This is an optimization exercise on Yosys and OpenROAD, whose aim is small area, not a production implementation. No activity file was given, so power comes from the tool's default toggle rates.

build 20:
==> flow/design.v <==
`default_nettype none
package dd_pkg;
	typedef logic [1:0] chan_idx_t;
	typedef logic [12:0] fifo_usedw_t;
	typedef logic [24:0] ddr_count_t;
	typedef logic [15:0] xfer_bytes_t;
	typedef logic [31:0] fdma_addr_t;
	typedef logic [31:0] word_t;
	typedef enum logic [1:0] {
		IDLE,
		WAIT_ACK,
		WAIT_OVER
	} sched_state_e;
endpackage
`default_nettype wire
`default_nettype none
module dd_fa (
	input wire logic a,
	input wire logic b,
	input wire logic ci,
	output logic s,
	output logic co
);
	assign s = a ^ b ^ ci;
	assign co = (a & b) | (a & ci) | (b & ci);
endmodule
module dd_ha (
	input wire logic a,
	input wire logic b,
	output logic s,
	output logic co
);
	assign s = a ^ b;
	assign co = a & b;
endmodule
`default_nettype wire
`default_nettype none
module dd_top (
	input wire logic clk_i,
	input wire logic rst_rd_flag1,
	input wire logic [4-1:0] rxd_ena_i,
	input wire logic [4*13-1:0] fifo_usedw_i,
	input wire logic [4*32-1:0] fifo_rd_data_i,
	output logic [4-1:0] fifo_rd_req_o,
	input wire logic [4*25-1:0] clr_usedw_i,
	output logic [4*25-1:0] ddr_usedw_o,
	output logic [31:0] fdma_waddr_o,
	output logic [15:0] fdma_wsize_o,
	output logic fdma_wareq_o,
	input wire logic fdma_wbusy_i,
	output logic [31:0] fdma_wdata_o,
	input wire logic fdma_wvalid_i
);
	localparam logic [1:0] S_IDLE = 2'b00;
	localparam logic [1:0] S_WACK = 2'b01;
	localparam logic [1:0] S_WOVER = 2'b10;
	localparam logic [1:0] S_IDLEP = 2'b11;
	logic [1:0] st_q;
	logic busy_q;
	logic wareq_q;
	logic [3:0] gsel_q;
	logic [10:0] size_q;
	logic [3:0] pval_q;
	logic [22:0] ptr_q [4];
	logic [24:0] usedw_q [4];
	logic [3:0] ready;
	logic [10:0] words [4];
	always_comb begin
		for (int c = 0; c < 4; c++) begin
			ready[c] = (|fifo_usedw_i[c*13+10 +: 3])
				|| ((|fifo_usedw_i[c*13 +: 10]) && !rxd_ena_i[c]);
			words[c] = (|fifo_usedw_i[c*13+10 +: 3]) ? 11'd1024
				: {1'b0, fifo_usedw_i[c*13 +: 10]};
		end
	end
	logic [3:0] gnt;
	assign gnt[0] = ready[0];
	assign gnt[1] = ready[1] && !ready[0];
	assign gnt[2] = ready[2] && !(|ready[1:0]);
	assign gnt[3] = ready[3] && !(|ready[2:0]);
	logic [10:0] gnt_words;
	always_comb begin
		gnt_words = '0;
		for (int c = 0; c < 4; c++)
			gnt_words = gnt_words | (gnt[c] ? words[c] : 11'd0);
	end
	logic idle;
	logic grant;
	logic busy_rise;
	logic busy_fall;
	logic over_fall;
	assign idle = (st_q == S_IDLE) || (st_q == S_IDLEP);
	assign grant = idle && (|ready) && !fdma_wbusy_i;
	assign busy_rise = !busy_q && fdma_wbusy_i;
	assign busy_fall = busy_q && !fdma_wbusy_i;
	assign over_fall = (st_q == S_WOVER) && busy_q && !fdma_wbusy_i;
	logic [22:0] cur_ptr;
	logic [22:0] ptr_sum;
	logic [22:0] ptr_next;
	always_comb begin
		cur_ptr = '0;
		for (int c = 0; c < 4; c++)
			cur_ptr = cur_ptr | ((gsel_q[c] && pval_q[c]) ? ptr_q[c] : 23'd0);
	end
	assign ptr_sum = cur_ptr + 23'(size_q);
	assign ptr_next = (&ptr_sum[22:18]) ? 23'd0 : ptr_sum;
	always_ff @(posedge clk_i or negedge rst_rd_flag1) begin
		if (!rst_rd_flag1) begin
			busy_q <= 1'b0;
		end else begin
			busy_q <= fdma_wbusy_i;
		end
	end
	always_ff @(posedge clk_i or negedge rst_rd_flag1) begin
		if (!rst_rd_flag1) begin
			st_q <= S_IDLE;
		end else begin
			case (st_q)
				S_WACK: if (busy_rise) st_q <= S_WOVER;
				S_WOVER: if (busy_fall) st_q <= S_IDLEP;
				default: if (grant) st_q <= S_WACK;
			endcase
		end
	end
	always_ff @(posedge clk_i or negedge rst_rd_flag1) begin
		if (!rst_rd_flag1) begin
			gsel_q <= 4'b0001;
			size_q <= '0;
		end else if (grant) begin
			gsel_q <= gnt;
			size_q <= gnt_words;
		end
	end
	always_ff @(posedge clk_i or negedge rst_rd_flag1) begin
		if (!rst_rd_flag1) begin
			wareq_q <= 1'b0;
		end else begin
			wareq_q <= (st_q == S_WACK) && !fdma_wbusy_i;
		end
	end
	logic wback;
	assign wback = grant && (st_q == S_IDLEP);
	for (genvar g = 0; g < 4; g++) begin : g_chan
		always_ff @(posedge clk_i or negedge rst_rd_flag1) begin
			if (!rst_rd_flag1) begin
				pval_q[g] <= 1'b0;
			end else if (wback && gsel_q[g]) begin
				pval_q[g] <= 1'b1;
			end
		end
		always_ff @(posedge clk_i) begin
			if (wback && gsel_q[g]) begin
				ptr_q[g] <= ptr_next;
			end
		end
		logic [24:0] u, clr, A, x;
		assign u = usedw_q[g];
		assign clr = clr_usedw_i[g*25 +: 25];
		assign A = (over_fall && gsel_q[g]) ? {12'd0, size_q, 2'b00} : 25'd0;
		logic [24:0] nclr, P, s0;
		logic [13:0] K;
		logic [25:0] rc;
		assign nclr = ~clr;
		assign K[2:0] = 3'b000;
		assign P[1:0] = u[1:0];
		assign P[24:13] = u[24:13];
		for (genvar i = 2; i <= 12; i++) begin : g_csa
			dd_fa u_fa (.a(u[i]), .b(nclr[i]), .ci(A[i]), .s(P[i]), .co(K[i+1]));
		end
		assign s0[0] = ~(P[0] ^ nclr[0]);
		assign rc[1] = P[0] | nclr[0];
		dd_fa u_fa1 (.a(P[1]), .b(nclr[1]), .ci(rc[1]), .s(s0[1]), .co(rc[2]));
		dd_ha u_ha2 (.a(P[2]), .b(rc[2]), .s(s0[2]), .co(rc[3]));
		dd_fa u_fa3 (.a(P[3]), .b(K[3]), .ci(rc[3]), .s(s0[3]), .co(rc[4]));
		dd_fa u_fa4 (.a(P[4]), .b(K[4]), .ci(rc[4]), .s(s0[4]), .co(rc[5]));
		dd_fa u_fa5 (.a(P[5]), .b(K[5]), .ci(rc[5]), .s(s0[5]), .co(rc[6]));
		dd_fa u_fa6 (.a(P[6]), .b(K[6]), .ci(rc[6]), .s(s0[6]), .co(rc[7]));
		dd_fa u_fa7 (.a(P[7]), .b(K[7]), .ci(rc[7]), .s(s0[7]), .co(rc[8]));
		dd_fa u_fa8 (.a(P[8]), .b(K[8]), .ci(rc[8]), .s(s0[8]), .co(rc[9]));
		dd_ha u_ha9 (.a(P[9]), .b(K[9]), .s(s0[9]), .co(rc[10]));
		dd_fa u_fa10 (.a(P[10]), .b(K[10]), .ci(rc[10]), .s(s0[10]), .co(rc[11]));
		dd_fa u_fa11 (.a(P[11]), .b(K[11]), .ci(rc[11]), .s(s0[11]), .co(rc[12]));
		dd_fa u_fa12 (.a(P[12]), .b(K[12]), .ci(rc[12]), .s(s0[12]), .co(rc[13]));
		dd_ha u_ha13 (.a(P[13]), .b(nclr[13]), .s(s0[13]), .co(rc[14]));
		dd_fa u_fa14 (.a(P[14]), .b(nclr[14]), .ci(rc[14]), .s(s0[14]), .co(rc[15]));
		dd_fa u_fa15 (.a(P[15]), .b(nclr[15]), .ci(rc[15]), .s(s0[15]), .co(rc[16]));
		dd_fa u_fa16 (.a(P[16]), .b(nclr[16]), .ci(rc[16]), .s(s0[16]), .co(rc[17]));
		dd_fa u_fa17 (.a(P[17]), .b(nclr[17]), .ci(rc[17]), .s(s0[17]), .co(rc[18]));
		dd_fa u_fa18 (.a(P[18]), .b(nclr[18]), .ci(rc[18]), .s(s0[18]), .co(rc[19]));
		dd_ha u_ha19 (.a(P[19]), .b(nclr[19]), .s(s0[19]), .co(rc[20]));
		dd_fa u_fa20 (.a(P[20]), .b(nclr[20]), .ci(rc[20]), .s(s0[20]), .co(rc[21]));
		dd_fa u_fa21 (.a(P[21]), .b(nclr[21]), .ci(rc[21]), .s(s0[21]), .co(rc[22]));
		dd_fa u_fa22 (.a(P[22]), .b(nclr[22]), .ci(rc[22]), .s(s0[22]), .co(rc[23]));
		dd_fa u_fa23 (.a(P[23]), .b(nclr[23]), .ci(rc[23]), .s(s0[23]), .co(rc[24]));
		dd_fa u_fa24 (.a(P[24]), .b(nclr[24]), .ci(rc[24]), .s(s0[24]), .co(rc[25]));
		always_comb begin
			logic ca, cb, t, ao;
			x[8:0] = s0[8:0];
			ca = rc[9];
			ao = 1'b1;
			x[9] = s0[9] ^ (ca & ao);
			ao = ao & s0[9];
			x[10] = s0[10] ^ (ca & ao);
			ao = ao & s0[10];
			x[11] = s0[11] ^ (ca & ao);
			ao = ao & s0[11];
			x[12] = s0[12] ^ (ca & ao);
			ao = ao & s0[12];
			ca = rc[13] | (ca & ao);
			cb = K[13];
			x[13] = s0[13] ^ ca ^ cb;
			t = (s0[13] & ca) | (s0[13] & cb) | (ca & cb);
			ao = 1'b1;
			x[14] = s0[14] ^ (t & ao);
			ao = ao & s0[14];
			x[15] = s0[15] ^ (t & ao);
			ao = ao & s0[15];
			x[16] = s0[16] ^ (t & ao);
			ao = ao & s0[16];
			x[17] = s0[17] ^ (t & ao);
			ao = ao & s0[17];
			x[18] = s0[18] ^ (t & ao);
			ao = ao & s0[18];
			ca = rc[19];
			cb = t & ao;
			x[19] = s0[19] ^ ca ^ cb;
			t = (s0[19] & ca) | (s0[19] & cb) | (ca & cb);
			ao = 1'b1;
			x[20] = s0[20] ^ (t & ao);
			ao = ao & s0[20];
			x[21] = s0[21] ^ (t & ao);
			ao = ao & s0[21];
			x[22] = s0[22] ^ (t & ao);
			ao = ao & s0[22];
			x[23] = s0[23] ^ (t & ao);
			ao = ao & s0[23];
			x[24] = s0[24] ^ (t & ao);
			ao = ao & s0[24];
			ca = rc[25];
			cb = t & ao;
		end
		always_ff @(posedge clk_i or negedge rst_rd_flag1) begin
			if (!rst_rd_flag1) begin
				usedw_q[g] <= '0;
			end else begin
				usedw_q[g] <= x;
			end
		end
		assign ddr_usedw_o[g*25 +: 25] = usedw_q[g];
	end
	assign fdma_wareq_o = wareq_q;
	assign fdma_wsize_o = {5'd0, size_q};
	assign fdma_waddr_o = {5'b00110, gsel_q[3] | gsel_q[2], gsel_q[3] | gsel_q[1], cur_ptr, 2'b00};
	always_comb begin
		fdma_wdata_o = '0;
		for (int c = 0; c < 4; c++)
			fdma_wdata_o = fdma_wdata_o | (gsel_q[c] ? fifo_rd_data_i[c*32 +: 32] : 32'd0);
		fifo_rd_req_o = gsel_q & {4{fdma_wvalid_i}};
	end
endmodule
`default_nettype wire
clock: 6.0 ns
lec_check: 0
cap_margin: 20
core_margin: 2
core_utilization: 40
slew_margin: 20
synth_hierarchical: 1
standard.sh (not shown) runs the stock make flow with config.mk's settings and CLKGATE_MAP_FILE= SYNTH_SCRIPT=/design/flow/synth_recipe.tcl, a recipe that flattens the netlist after the stock synthesis.
==> flow/flow/run.sh <==
#!/bin/bash
# Standard ORFS layout with two changes: the port buffers use the smallest
# buffer cell, and clock tree synthesis uses larger sink clusters without
# dummy loads.
set -euo pipefail
bash standard.sh \
  'BUFFER_PORTS_ARGS=-buffer_cell sky130_fd_sc_hd__buf_1' \
  'CTS_ARGS=-sink_clustering_enable -repair_clock_nets -buf_list sky130_fd_sc_hd__clkbuf_4 -sink_clustering_size 10 -sink_clustering_max_diameter 50 -dont_use_dummy_load' \
  finish > standard_make.log 2>&1
Looking at the reports, build 20 completed the entire flow and the layout it produced met the timing, DRC and antenna checks.
[inputs] trial 17 vs build 20
--- a/flow/design.v
+++ b/flow/design.v
@@ -57,5 +57,4 @@
 	localparam logic [1:0] S_IDLEP = 2'b11;
 	logic [1:0] st_q;
-	logic busy_q;
 	logic wareq_q;
 	logic [3:0] gsel_q;
@@ -87,12 +86,8 @@
 	logic idle;
 	logic grant;
-	logic busy_rise;
-	logic busy_fall;
 	logic over_fall;
 	assign idle = (st_q == S_IDLE) || (st_q == S_IDLEP);
 	assign grant = idle && (|ready) && !fdma_wbusy_i;
-	assign busy_rise = !busy_q && fdma_wbusy_i;
-	assign busy_fall = busy_q && !fdma_wbusy_i;
-	assign over_fall = (st_q == S_WOVER) && busy_q && !fdma_wbusy_i;
+	assign over_fall = (st_q == S_WOVER) && !fdma_wbusy_i;
 	logic [22:0] cur_ptr;
 	logic [22:0] ptr_sum;
@@ -105,11 +100,4 @@
 	assign ptr_sum = cur_ptr + 23'(size_q);
 	assign ptr_next = (&ptr_sum[22:18]) ? 23'd0 : ptr_sum;
-	always_ff @(posedge clk_i or negedge rst_rd_flag1) begin
-		if (!rst_rd_flag1) begin
-			busy_q <= 1'b0;
-		end else begin
-			busy_q <= fdma_wbusy_i;
-		end
-	end
 	always_ff @(posedge clk_i or negedge rst_rd_flag1) begin
 		if (!rst_rd_flag1) begin
@@ -117,6 +105,6 @@
 		end else begin
 			case (st_q)
-				S_WACK: if (busy_rise) st_q <= S_WOVER;
-				S_WOVER: if (busy_fall) st_q <= S_IDLEP;
+				S_WACK: if (fdma_wbusy_i) st_q <= S_WOVER;
+				S_WOVER: if (!fdma_wbusy_i) st_q <= S_IDLEP;
 				default: if (grant) st_q <= S_WACK;
 			endcase
@@ -177,6 +165,6 @@
 		dd_fa u_fa6 (.a(P[6]), .b(K[6]), .ci(rc[6]), .s(s0[6]), .co(rc[7]));
 		dd_fa u_fa7 (.a(P[7]), .b(K[7]), .ci(rc[7]), .s(s0[7]), .co(rc[8]));
-		dd_fa u_fa8 (.a(P[8]), .b(K[8]), .ci(rc[8]), .s(s0[8]), .co(rc[9]));
-		dd_ha u_ha9 (.a(P[9]), .b(K[9]), .s(s0[9]), .co(rc[10]));
+		dd_ha u_ha8 (.a(P[8]), .b(K[8]), .s(s0[8]), .co(rc[9]));
+		dd_fa u_fa9 (.a(P[9]), .b(K[9]), .ci(rc[9]), .s(s0[9]), .co(rc[10]));
 		dd_fa u_fa10 (.a(P[10]), .b(K[10]), .ci(rc[10]), .s(s0[10]), .co(rc[11]));
 		dd_fa u_fa11 (.a(P[11]), .b(K[11]), .ci(rc[11]), .s(s0[11]), .co(rc[12]));
@@ -196,7 +184,9 @@
 		always_comb begin
 			logic ca, cb, t, ao;
-			x[8:0] = s0[8:0];
-			ca = rc[9];
+			x[7:0] = s0[7:0];
+			ca = rc[8];
 			ao = 1'b1;
+			x[8] = s0[8] ^ (ca & ao);
+			ao = ao & s0[8];
 			x[9] = s0[9] ^ (ca & ao);
 			ao = ao & s0[9];
Trial 17 went all the way through the flow, and no timing, DRC or antenna check failed.
NOTE: clock period minus worst slack in trial 17 exceeds that of build 20
Post-layout worst setup margin delta (trial 17 − build 20): unfavourable
In trial 17 relative to build 20, final cell count had gone up slightly.
For build 20, the highest layer used for signal routing was met4, unlike trial 17, where it was met5.
Trial 17 against build 20: placed instance count increased by 28 relative to the old numbers, routed wire length decreased by 8.7% relative to the old numbers.
Compared with build 20, trial 17 shows routed length on met1 that has gone down by a little under 10%.
Summary of trial 17 over build 20: multi-input gate share of total cell area climbed 0.50 points; total power after layout dropped 0.00066 W; largest stage delay on the critical path climbed 40 ps.
Function was not checked in any run of this note: the RTL went through the layout flow alone.

[separate check: timing with driven ports]
No port has a modelled driver above. Below, the same layouts with a new extraction and two added sets of constraints.
Step 1 sets driving cells, clkbuf_16 on the clock port and buf_2 on the other inputs (assumed; they add their load-dependent delay and slew).
Step 2 times the ports against the registers' clock, not the clock port: input delays grow and output delays shrink by t, the midpoint of the rising clock arrivals with the driver on.
Slacks: no drivers / after step 1 / after step 2; pairs: no drivers / after step 1.
run	shift t [ns]	setup slack, ns	slew at the worst register clock pin (ns)	pins driven straight from the clock port
build 20	0.659	0.266 / 0.259 / -0.400	0.11 / 0.11	1
trial 17	0.713	0.245 / 0.245 / -0.284	0.12 / 0.12	1
Met with ideal ports but missed after step 2: setup timing in build 20 and trial 17. The setup slack of build 20, which loses most, moves by -0.007 ns with the drivers and by -0.666 ns with both steps.
